This is an optimization exercise on Yosys and OpenROAD, whose aim is small area, not a production implementation.
In this exercise RTL edits were held to simulation tests only and were not proved equivalent to the original.
Power figures rest on the tool's default switching activity, not on a simulated workload.

## flow/design.v

```verilog
`timescale 1ns/1ps
module riscvTop (
   input  logic        CLK,
   input  logic        RSTn,
   output logic        iMemCsn,
   output logic [11:0] iMemAddr,    
   input  logic [31:0] iMemData,
   output logic        dMemCsn,
   output logic [11:0] dMemAddr,    
   output logic [31:0] dMemDout,
   input  logic [31:0] dMemData,
   output logic        dMemWen,
   output logic        rfWe,
   output logic [4:0]  rfRa1,
   output logic [4:0]  rfRa2,
   output logic [4:0]  rfWa,
   input  logic [31:0] rfRd1,
   input  logic [31:0] rfRd2,
   output logic [31:0] rfWd,
   output logic        halt,
   output logic [31:0] numInst
);
   logic [9:0]  pc;       
   logic [3:0]  ph;
   logic [31:0] r;
   logic [3:1]  prev;    
   logic        carry, eq;
   wire [31:0] ins = iMemData;
   wire [2:0]  f3  = ins[14:12];
   wire isJal   = ins[3];
   wire isLui   = ins[2] & ~ins[3];
   wire isSys   = ins[6] & ins[4];
   wire isBr    = ins[6] & ~ins[4] & ~ins[2];
   wire isLoad  = ~ins[5] & ~ins[4];
   wire isStore = ~ins[6] & ins[5] & ~ins[4];
   wire isImm   = ~ins[5] & ins[4];
   wire isAlu   = ~ins[6] & ins[4] & ~ins[2];    
   wire isReg   = isAlu & ins[5];
   wire regWr   = isAlu | isLui | isJal | isLoad;
   wire aluOp   = isAlu & ~p2;
   wire isSll   = aluOp & (f3 == 3'b001);
   wire isSrl   = aluOp & (f3 == 3'b101);
   wire isSlt   = aluOp & (f3 == 3'b010);
   wire isLogic = aluOp & f3[2] & (f3[1] | ~f3[0]);    
   wire isSub   = ~p2 & ((isReg & (f3 == 3'b000) & ins[30]) | (isAlu & (f3 == 3'b010)) | isBr);
   wire p2    = ph[3] & ~ph[2];             
   wire prime = (ph == 4'd15);
   wire wr    = ph[3] & ~ph[1] & ~ph[0];    
   wire [2:0] dig = ph[2:0];
   wire [4:0] shamt = isImm ? ins[24:20] : rfRd2[4:0];
   wire       frac  = |shamt[1:0];
   logic [3:0] ri;
   logic [1:0] fs;
   always_comb begin
      fs = 2'd0;
      if (isSrl)      fs = -shamt[1:0];
      else if (isSll) fs = shamt[1:0];
   end
   wire [3:0] first = isSrl ? {1'b0, shamt[4:2]} : isSll ? {1'b1, ~shamt[4:2]} : 4'hf;
   wire       setup = (ph == 4'd14);
   wire       hold  = prime & isSrl & ~frac;
   always_ff @(posedge CLK) ri <= setup ? first : ri + {3'd0, ~hold};
   wire       usePc   = isJal | p2;
   wire       inRange = ~ri[3] & ~isLui & ~usePc;
   logic [3:0] pcDig;
   always_comb begin
      case (dig)
         3'd0: pcDig = {pc[1:0], 2'b00};
         3'd1: pcDig = pc[5:2];
         3'd2: pcDig = pc[9:6];
         default: pcDig = 4'd0;
      endcase
   end
   wire [3:0] cur = inRange ? rfRd1[{ri[2:0], 2'b00} +: 4] : (usePc ? pcDig : 4'd0);
   logic [3:0] opA;
   always_comb begin
      case (fs)
         2'd0: opA = cur;
         2'd1: opA = {cur[2:0], prev[3]};
         2'd2: opA = {cur[1:0], prev[3:2]};
         default: opA = {cur[0], prev[3:1]};
      endcase
   end
   wire taken = isJal | (isBr & (eq ^ ins[12]));
   wire useS  = isStore | isBr;
   logic [3:0] immIS;
   always_comb begin
      case (dig)
         3'd0: immIS = useS ? ins[10:7] : ins[23:20];
         3'd1: immIS = {ins[27:25], useS ? ins[11] : ins[24]};
         3'd2: immIS = {p2 ? (isJal ? ins[20] : ins[7]) : ins[31], ins[30:28]};
         default: immIS = {4{ins[31]}};
      endcase
   end
   wire [3:0] four   = {1'b0, dig == 3'd0, 2'b00};
   wire [3:0] immU   = (dig < 3'd3) ? 4'd0 : ins[{dig, 2'b00} +: 4];
   wire [3:0] rs2Dig = rfRd2[{dig, 2'b00} +: 4];
   logic [3:0] opB;
   always_comb begin
      if (p2)                opB = taken ? immIS : four;
      else if (isReg | isBr) opB = rs2Dig;
      else if (isLui)        opB = immU;
      else if (isJal)        opB = four;
      else                   opB = immIS;
   end
   wire isShift = isSll | isSrl;
   wire [3:0] bx = (opB ^ {4{isSub}}) & {4{~isShift}};
   wire [3:0] p  = opA ^ bx;
   wire [3:0] g  = opA & bx;
   wire X = ~isSlt & ~(isLogic & f3[1] & f3[0]);
   wire A = ~isSlt & ~isLogic;
   wire O = isLogic & f3[1];
   logic [4:0] c;
   logic [3:0] out;
   always_comb begin
      c[0] = carry;
      for (int i = 0; i < 4; i++) begin
         out[i]   = ((p[i] & X) ^ (c[i] & A)) | (g[i] & O);
         c[i + 1] = g[i] | (p[i] & c[i]);
      end
   end
   wire lt  = ~c[4] ^ opA[3] ^ opB[3];
   wire p1dig = ~ph[3];
   wire last1 = p1dig & (dig == 3'd7);    
   always_ff @(posedge CLK) begin
      r     <= {out, r[31:4]};
      prev  <= cur[3:1];
      carry <= prime ? isSub : c[4] & ~last1;
      eq    <= (last1 & isSlt) ? lt : ((p1dig & (dig == 3'd0)) | eq) & (~p1dig | (out == 4'd0));
   end
   wire last = p2 & ph[1];                  
   always_ff @(posedge CLK) begin
      if (RSTn) begin
         ph   <= 4'd14;
         pc   <= 10'd0;
         halt <= 1'b0;
      end else begin
         case (ph)
            4'd10:   ph <= 4'd14;
            default: ph <= ph + 4'd1;
         endcase
         if (last && !isSys) pc <= {out, r[31:26]};
         if (wr && isSys) halt <= 1'b1;
      end
   end
   logic       cc, clr;
   wire        rot = p1dig & ~halt;
   wire [4:0]  inc = {1'b0, clr ? 4'd0 : numInst[3:0]} + {4'd0, (dig == 3'd0) | cc};
   always_ff @(posedge CLK) begin
      cc <= inc[4];
      if (rot) numInst <= {inc[3:0], numInst[31:4]};
      if (RSTn) clr <= 1'b1;
      else if (rot && dig == 3'd7) clr <= 1'b0;
   end
   assign iMemCsn  = 1'b0;
   assign iMemAddr = {pc, 2'b00};
   assign rfRa1    = ins[19:15];
   assign rfRa2    = ins[24:20];
   assign rfWa     = ins[11:7];
   assign rfWe     = wr & regWr & (ins[11:7] != 5'd0);
   assign rfWd     = isLoad ? dMemData : {r[31:1], r[0] | (isAlu & (f3 == 3'b010) & eq)};
   assign dMemCsn  = 1'b0;
   assign dMemWen  = ~(wr & isStore);
   assign dMemAddr = r[13:2];
   assign dMemDout = rfRd2;
endmodule
```

## flow/flow/run.sh

```bash
#!/bin/bash
# The standard ORFS layout (standard.sh), with these changes:
#  - synthesis: ABC maps the combinational logic for area
#    (flow/abc_area.script, in place of ORFS's delay-oriented abc_speed.script)
#    and adders are left to ABC as well instead of being mapped to the
#    library's half and full adders (ADDER_MAP_FILE empty). Everything else in
#    synthesis, including the flip-flops, their cell types and their names, is
#    ORFS's own;
#  - placement: the port buffers are the smallest buffer (buf_1) instead of
#    the cell buffer_ports picks; the resizer still upsizes any that timing,
#    slew or capacitance need;
#  - clock tree: clkbuf_8 buffers and no dummy loads.
# ORFS's logs are under orfs/logs/; make's own output is in standard_make.log.
set -euo pipefail
rm -rf scripts_local
cp -r "$FLOW_HOME/scripts" scripts_local
cp flow/abc_area.script scripts_local/abc_speed.script
export SCRIPTS_DIR="$PWD/scripts_local"
export ADDER_MAP_FILE=
export BUFFER_PORTS_ARGS="-buffer_cell sky130_fd_sc_hd__buf_1"
export CTS_ARGS="-sink_clustering_enable -repair_clock_nets -buf_list sky130_fd_sc_hd__clkbuf_8 -dont_use_dummy_load"
bash standard.sh > standard_make.log 2>&1
```

## flow/flow/abc_area.script

```
strash
&get -n
&st
&syn2
&synch2
&put
dch -f
amap -x
strash
dch -f
amap -x
topo
stime -c
```

## flow/standard.sh

```bash
#!/bin/bash
# synth_recipe.tcl (not shown) runs the flow's synth.tcl, then flattens the netlist and writes it again
# the make line also repeats each setting of config.mk as NAME=value (left out here)
make -C /OpenROAD-flow-scripts/flow DESIGN_CONFIG=/design/flow/config.mk WORK_HOME=/design/flow/orfs CLKGATE_MAP_FILE= SYNTH_SCRIPT=/design/flow/synth_recipe.tcl "${@:-finish}"
```

## flow/config.mk

```make
export PLATFORM = sky130hd
export DESIGN_NAME = riscvTop
export DESIGN_NICKNAME = riscvTop
export VERILOG_FILES = /design/flow/design.v
export SDC_FILE = /design/flow/constraint.sdc
export NUM_CORES = 4
export LEC_CHECK = 0
export CAP_MARGIN = 20
export CORE_MARGIN = 2
export CORE_UTILIZATION = 40
export CTS_BUF_LIST = sky130_fd_sc_hd__clkbuf_8
export SLEW_MARGIN = 20
```

## flow/constraint.sdc

```tcl
create_clock -name core_clock -period 7.0 [get_ports {CLK}]
set_input_delay 1.4000 -clock core_clock [delete_from_list [all_inputs] [get_ports {CLK}]]
set_output_delay 1.4000 -clock core_clock [all_outputs]
set_load 0.01 [all_outputs]
```

==> flow_summary.json, run 1 <==
{
  "ys_dominant_reg_cell": "dfxtp_1",
  "busiest_layer": "met2",
  "hold_end": "r[4]",
  "final_nets": 884,
  "finalHoldViolations": 0,
  "post_cts.repair.setup_buffers": 0,
  "htree_num_levels": 3,
  "syn_avg_cell_area_sq_um": 8.92,
  "cts_tree": "done",
  "postSynthCellCount": 535,
  "synth-edff-count": 32,
  "io_pins": 270,
  "synthToLayoutAreaGrowth_pct": 18.2,
  "startpoint_type": "primary input",
  "numCtsBuffers": 9,
  "synth_commonest_cells": "nor2_1, buf_4, dfxtp_1, clkinv_1, o22ai_1",
  "drc": 0,
  "holdBufCountCts": 0,
  "path_clk_slew_ps": 90,
  "cts-root-buf": "clkbuf_8",
  "hp-start": "r[8]",
  "cap_violations": 0,
  "p_leak_nw": 1.88,
  "hold-path-cell-count": 0,
  "antenna_left": 0,
  "synth_top_area_frac": 0.243,
  "final_layout_size_suffix_gt1_frac": 0.0213,
  "gp_congestion": 0.860,
  "drv_slew": 0,
  "min_period_ps": 6200,
  "synth_cell_types": 39,
  "crit_required_ps": 7240,
  "die_h_microns": 113,
  "ir_worst_vdd_mv": 0.149,
  "grt_pass1_vias": 4433,
  "row_count": 39,
  "grt_pass1_wl_microns": 23200,
  "setup_violations": 0,
  "wl_per_cell_microns": 16.9,
  "die_w_microns": 113,
  "total_power_mw": 1.51,
  "crit_fanout": 6,
  "grt.overflow.total": 0,
  "grt_use_met2": 0.394,
  "syn-cell-area_sq_um": 4770,
  "fin_setup_tns_ps": 0,
  "ys_top_cells_by_area": "dfxtp_1, edfxtp_1, buf_4",
  "tightestPinTransition_ps": 897,
  "drt_iter0_drc": 369,
  "yosysTopAreaCell": "dfxtp_1",
  "status": "finished clean",
  "cts_resized": 0,
  "antenna_found_initial": 0,
  "grt_util_met1": 0.299,
  "slew-limit-headroom": 0.398,
  "grt_max_degree": 34,
  "clkSinkCount": 90,
  "reg2reg_from": "ph[2]",
  "crit_type": "primary input to register",
  "initial_core_util": 0.414,
  "timing.final.crit_share": 0.886,
  "clock_skew_ps": 23.5,
  "worstSkewPairLatency_ps": 340,
  "power_density_nw_per_um2": 267,
  "dr_total_vias": 4963,
  "port_buffers": 263,
  "vias_per_cell": 5.55,
  "cp-end-kind": "register",
  "fmax_mhz": 161,
  "grt_usage": 0.227,
  "hold_path.class": "register to register",
  "worstRegToRegCells": 22,
  "grtUsageMet3": 0.0477,
  "die-area_sq_um": 12800,
  "rsz0062_at_grt": "false",
  "reg2reg_setup_slack_ps": 1730,
  "num_antenna_cells": 0,
  "synth_most_common_cell": "nor2_1",
  "r2r-end": "eq",
  "drt_pass1_iterations": 24,
  "post-dp-hpwl_microns": 12100,
  "async_flop_share": 0,
  "clockBufferDepth": 2,
  "drt-total-wl_microns": 15200,
  "ys_seq_area_frac": 0.445,
  "coreArea_sq_um": 11500,
  "crit_arrival_ps": 6440,
  "ys_seq_elements": 90,
  "ys_warn_count": 1
}
[how the worst max path moves through the flow]
stage                     start  endpoint  depth (start not counted)
detailed placement  iMemData[4]        eq                         22
CTS                 iMemData[4]        eq                         22
global placement    iMemData[4]        eq                         22
global route        iMemData[4]        eq                         22
floorplan           iMemData[4]      rfWe                          3
finish              iMemData[4]        eq                         22
[metrics by stage]
step / std cells / setup WS [ps] / util / hold WS [ps] / area [sq um]
2_1_floorplan: 538 / 1550 / - / 332 / 4780
3_3_place_gp: 886 / 827 / 0.479 / 336 / 5520
3_5_place_dp: 886 / 521 / 0.479 / 342 / 5520
4_1_cts: 895 / 874 / 0.490 / 359 / 5640
5_1_grt: 895 / 229 / 0.490 / 367 / 5640
6_report: 895 / 800 / 0.490 / 358 / 5640
[kinds of logic (layout without fill, tap and decap cells)]
group           after synthesis  in the layout  share of synthesized area
flops                        90             90                      0.445
simple gates                134            134                      0.119
other cells                   1              4                   0.000786
compound gates              201            201                      0.300
buf+inv                     109            323                      0.135
[cell usage in the layout, fill, tap and decap left out, types with 4 or more instances in the layout]
cell	n
o21ai_0	26
nand3_1	6
a22o_1	33
clkbuf_8	9
o221ai_1	9
buf_1	263
o22a_1	7
nor3_1	17
a221oi_1	8
nand2_1	24
nor4_1	4
conb_1	4
a31oi_1	10
o22ai_1	46
a22oi_1	7
dfxtp_1	58
a21oi_1	25
nor2_1	70
or3_1	5
clkinv_1	46
edfxtp_1	32
a221o_1	7
buf_4	5
[worst max-delay path, cell delays in order]
cell      delay, ps
buf_1           170
clkinv_1        180
nor2_1          450
clkinv_1        280
o22ai_1         290
clkinv_1        160
a311oi_1        730
clkinv_1        320
a22oi_1         260
o22a_1          190
nor3_1           80
o21ai_0         210
nor2_1           60
nor2_1          190
clkinv_1        120
a21oi_1         210
nor3_1          100
o311ai_0        270
o21ai_0         220
nor4_1          260
nor2_1           70
o31ai_1         240
[cell type report]
| cell class | count | area (sq um) |
|---|---|---|
| Fill cell | 1193 | 5870 |
| Sequential cell | 90 | 2120 |
| Multi-Input combinational cell | 339 | 2020 |
| Timing Repair Buffer | 268 | 1020 |
| Tap cell | 143 | 179 |
| Inverter | 46 | 173 |
| Clock buffer | 9 | 124 |
[state kept, by name, indices dropped and copies added, names as in the netlist, 3 cells and up]
signal	cells
pc	10
numInst	32
ph	4
r	32
ri	4
prev	3
[report_power, final]
part	switching [mW]	leakage [nW]	internal [mW]	total, mW
clock network	0.150	0.0647	0.115	0.266
logic	0.312	1.04	0.196	0.508
registers	0.0843	0.777	0.648	0.732
total	0.547	1.88	0.959	1.51
[routing by layer]
layer / vias to the layer above / wire, microns
met4: 0 / 49
li1: 2419 / -
met3: 8 / 1160
met5: - / 0
met2: 238 / 7520
met1: 2298 / 6430
==> run 2: changes to the inputs <==
--- a/flow/design.v
+++ b/flow/design.v
@@ -37,16 +37,16 @@
    wire isAlu   = ~ins[6] & ins[4] & ~ins[2];    
    wire isReg   = isAlu & ins[5];
    wire regWr   = isAlu | isLui | isJal | isLoad;
+   wire p2    = ph[3] & ~ph[2];             
+   wire prime = (ph == 4'd15);
+   wire wr    = ph[3] & ~ph[1] & ~ph[0];    
+   wire [2:0] dig = ph[2:0];
    wire aluOp   = isAlu & ~p2;
    wire isSll   = aluOp & (f3 == 3'b001);
    wire isSrl   = aluOp & (f3 == 3'b101);
    wire isSlt   = aluOp & (f3 == 3'b010);
    wire isLogic = aluOp & f3[2] & (f3[1] | ~f3[0]);    
    wire isSub   = ~p2 & ((isReg & (f3 == 3'b000) & ins[30]) | (isAlu & (f3 == 3'b010)) | isBr);
-   wire p2    = ph[3] & ~ph[2];             
-   wire prime = (ph == 4'd15);
-   wire wr    = ph[3] & ~ph[1] & ~ph[0];    
-   wire [2:0] dig = ph[2:0];
    wire [4:0] shamt = isImm ? ins[24:20] : rfRd2[4:0];
    wire       frac  = |shamt[1:0];
    logic [3:0] ri;
==> run 2 against run 1 <==
  * Critical endpoint unchanged
  * Area after synthesis stayed put
  * Register-to-register slack hardly changed
  * Clock-buffer cell count stayed put
  * Flip-flop and latch count stayed put
  * Routed wire length stayed put
  * Clock power hardly changed
  * Combinational power hardly changed
  * Still clean on timing, DRC and antenna
  * Critical path depth stayed put
  * First-iteration DRC count stayed put
  * Sequential share of layout area stayed put
  * Fmax stayed put
==> flow_summary.json, run 2 <==
{
  "status": "finished clean",
  "ys_top_cells_by_area": "dfxtp_1, edfxtp_1, buf_4",
  "fin_setup_tns_ps": 0,
  "ys_seq_elements": 90,
  "syn_avg_cell_area_sq_um": 8.92,
  "final_core_util": 0.490,
  "antenna_found_initial": 0,
  "num_antenna_cells": 0,
  "synthMuxAreaShare": 0,
  "crit_fanout": 6,
  "cts_resized": 0,
  "worstSkewPairLatency_ps": 340,
  "synth_fa_ha_area_frac": 0,
  "grt_usage": 0.227,
  "ys_warn_count": 1,
  "dp_cells": 886,
  "htree_num_levels": 3,
  "final_nets": 884,
  "ys_seq_area_frac": 0.445,
  "setup.worst_path.start": "iMemData[4]",
  "reg2reg_from": "ph[2]",
  "grt.overflow.total": 0,
  "vias_per_cell": 5.55,
  "die_h_microns": 113,
  "row_count": 39,
  "fmax_mhz": 161,
  "grt_max_degree": 34,
  "hold_end": "r[4]",
  "cp-end-kind": "register",
  "synth_top_area_frac": 0.243,
  "rsz0062_at_grt": "false",
  "setup_violations": 0,
  "p_leak_nw": 1.88,
  "crit_required_ps": 7240,
  "ys_dominant_reg_cell": "dfxtp_1",
  "die_w_microns": 113,
  "post_cts.repair.setup_buffers": 0,
  "io_pins": 270,
  "reg2reg_setup_slack_ps": 1730,
  "drt_pass1_iterations": 24,
  "wl_per_cell_microns": 16.9,
  "final_layout_size_suffix_gt1_frac": 0.0213,
  "drc": 0,
  "final_cells": 895,
  "layout_commonest_cell": "buf_1",
  "yosysTopAreaCell": "dfxtp_1",
  "cts_tree": "done",
  "dpl-instance-area_sq_um": 5520,
  "dr_total_vias": 4963,
  "synth_top_family_by_area": "compound AO/OA/AOI/OAI gates",
  "ir_worst_vdd_mv": 0.149,
  "min_period_ps": 6200,
  "port_buffers": 263,
  "finalHoldViolations": 0,
  "numCtsBuffers": 9,
  "hold-path-cell-count": 0,
  "dr.max_layer_used": "met4",
  "total_power_mw": 1.51,
  "layout_common_cells": "buf_1, nor2_1, dfxtp_1",
  "clockBufferDepth": 2,
  "synth_xor_area_frac": 0,
  "postSynthCellCount": 535,
  "clkSinkCount": 90,
  "crit_arrival_ps": 6440,
  "synth-simple-area-share": 0.119,
  "synth-edff-count": 32,
  "cap_violations": 0,
  "hold_path.class": "register to register",
  "wl_met1_microns": 6430,
  "path_clk_slew_ps": 90,
  "hp-start": "r[8]",
  "syn-cell-area_sq_um": 4770,
  "async_flop_share": 0,
  "initial_core_util": 0.414,
  "drt_iter0_drc": 369,
  "timing.final.crit_share": 0.886,
  "grt_pass1_vias": 4433,
  "drt-total-wl_microns": 15200,
  "clock_skew_ps": 23.5,
  "gp_congestion": 0.860,
  "power_density_nw_per_um2": 267,
  "top_regs": "numInst x32, r x32, pc x10",
  "synth_commonest_cells": "nor2_1, buf_4, dfxtp_1, clkinv_1, o22ai_1",
  "holdBufCountCts": 0,
  "synth_most_common_cell": "nor2_1",
  "met3_length_microns": 1160,
  "post-dp-hpwl_microns": 12100,
  "r2r-end": "eq",
  "final_area_sq_um": 5640,
  "antenna_left": 0,
  "synth-compound-area-share": 0.300,
  "synthToLayoutAreaGrowth_pct": 18.2,
  "drv_slew": 0,
  "worstRegToRegCells": 22,
  "die-area_sq_um": 12800,
  "crit_type": "primary input to register",
  "coreArea_sq_um": 11500,
  "slew-limit-headroom": 0.398,
  "tightestPinTransition_ps": 897,
  "grt_pass1_wl_microns": 23200,
  "dr_wl_met2_microns": 7520,
  "synth_cell_types": 39,
  "startpoint_type": "primary input",
  "cts-root-buf": "clkbuf_8"
}
## run 2: cell counts after synthesis
No cell type changed its count.
## run 2: kinds of logic (layout without fill, tap and decap cells)
kind of cell    after synthesis  count (layout)
compound gates              201             201
buf+inv                     109             323
flops                        90              90
other cells                   1               4
simple gates                134             134
## run 2: area by class of cell
class,count,area (sq um)
repair buffers,268,1020
inverters,46,173
well taps,143,179
clock buffers,9,124
fillers,1193,5870
flip-flops and latches,90,2120
multi-input cells,339,2020
## run 2: critical path, cell delays in order
cell and delay [ps]:
buf_1 170, clkinv_1 180, nor2_1 450, clkinv_1 280
o22ai_1 290, clkinv_1 160, a311oi_1 730, clkinv_1 320
a22oi_1 260, o22a_1 190, nor3_1 80, o21ai_0 210
nor2_1 60, nor2_1 190, clkinv_1 120, a21oi_1 210
nor3_1 100, o311ai_0 270, o21ai_0 220, nor4_1 260
nor2_1 70, o31ai_1 240
## run 2: worst max-delay path by stage
stage                end  slack, ps  cells past startpoint
finish                eq        800                     22
global route          eq        230                     22
CTS                   eq        870                     22
detailed placement    eq        520                     22
global placement      eq        830                     22
floorplan           rfWe       1550                      3
## run 2: metrics by stage
step                setup WS [ps]  hold slack (ps)
finish                        800              358
global route                  229              367
CTS                           874              359
detailed placement            521              342
global placement              827              336
floorplan                    1550              332
## run 2: report_power, final
part           internal [mW]  switching [mW]  leakage [nW]  total (mW)
Sequential             0.648          0.0843         0.777       0.732
Combinational          0.196           0.312          1.04       0.508
Clock                  0.115           0.150        0.0647       0.266
## run 2: routing by layer
layer	vias up	global-route usage
li1	2419	-
met1	2298	0.299
met2	238	0.394
met3	8	0.0477
met4	0	0.0317
met5	-	0

-- port drivers added, routing unchanged --
The flow's constraints put no driver on any port. The routed layouts listed below were extracted and timed again, unchanged, in two steps.
Step 1 assumes that a clkbuf_16 drives the clock port and a buf_2 every other input.
Step 2 moves the port delays by t, midway between the first and last clock arrival at a register: inputs arrive t later, outputs are due t later. That takes back most of the time a late clock gives input paths.
Slacks: ideal ports / drivers / drivers and shift; pairs: ideal ports / drivers.
run | shift t [ns] | slack for setup (ns) | worst setup path at the end | pins driven straight from the clock port
run 1 | 0.357 | 0.800 / 0.805 / 0.448 | input to register | 1
run 2 | 0.357 | 0.800 / 0.805 / 0.448 | input to register | 1
After both steps setup and hold are still met in every run listed.
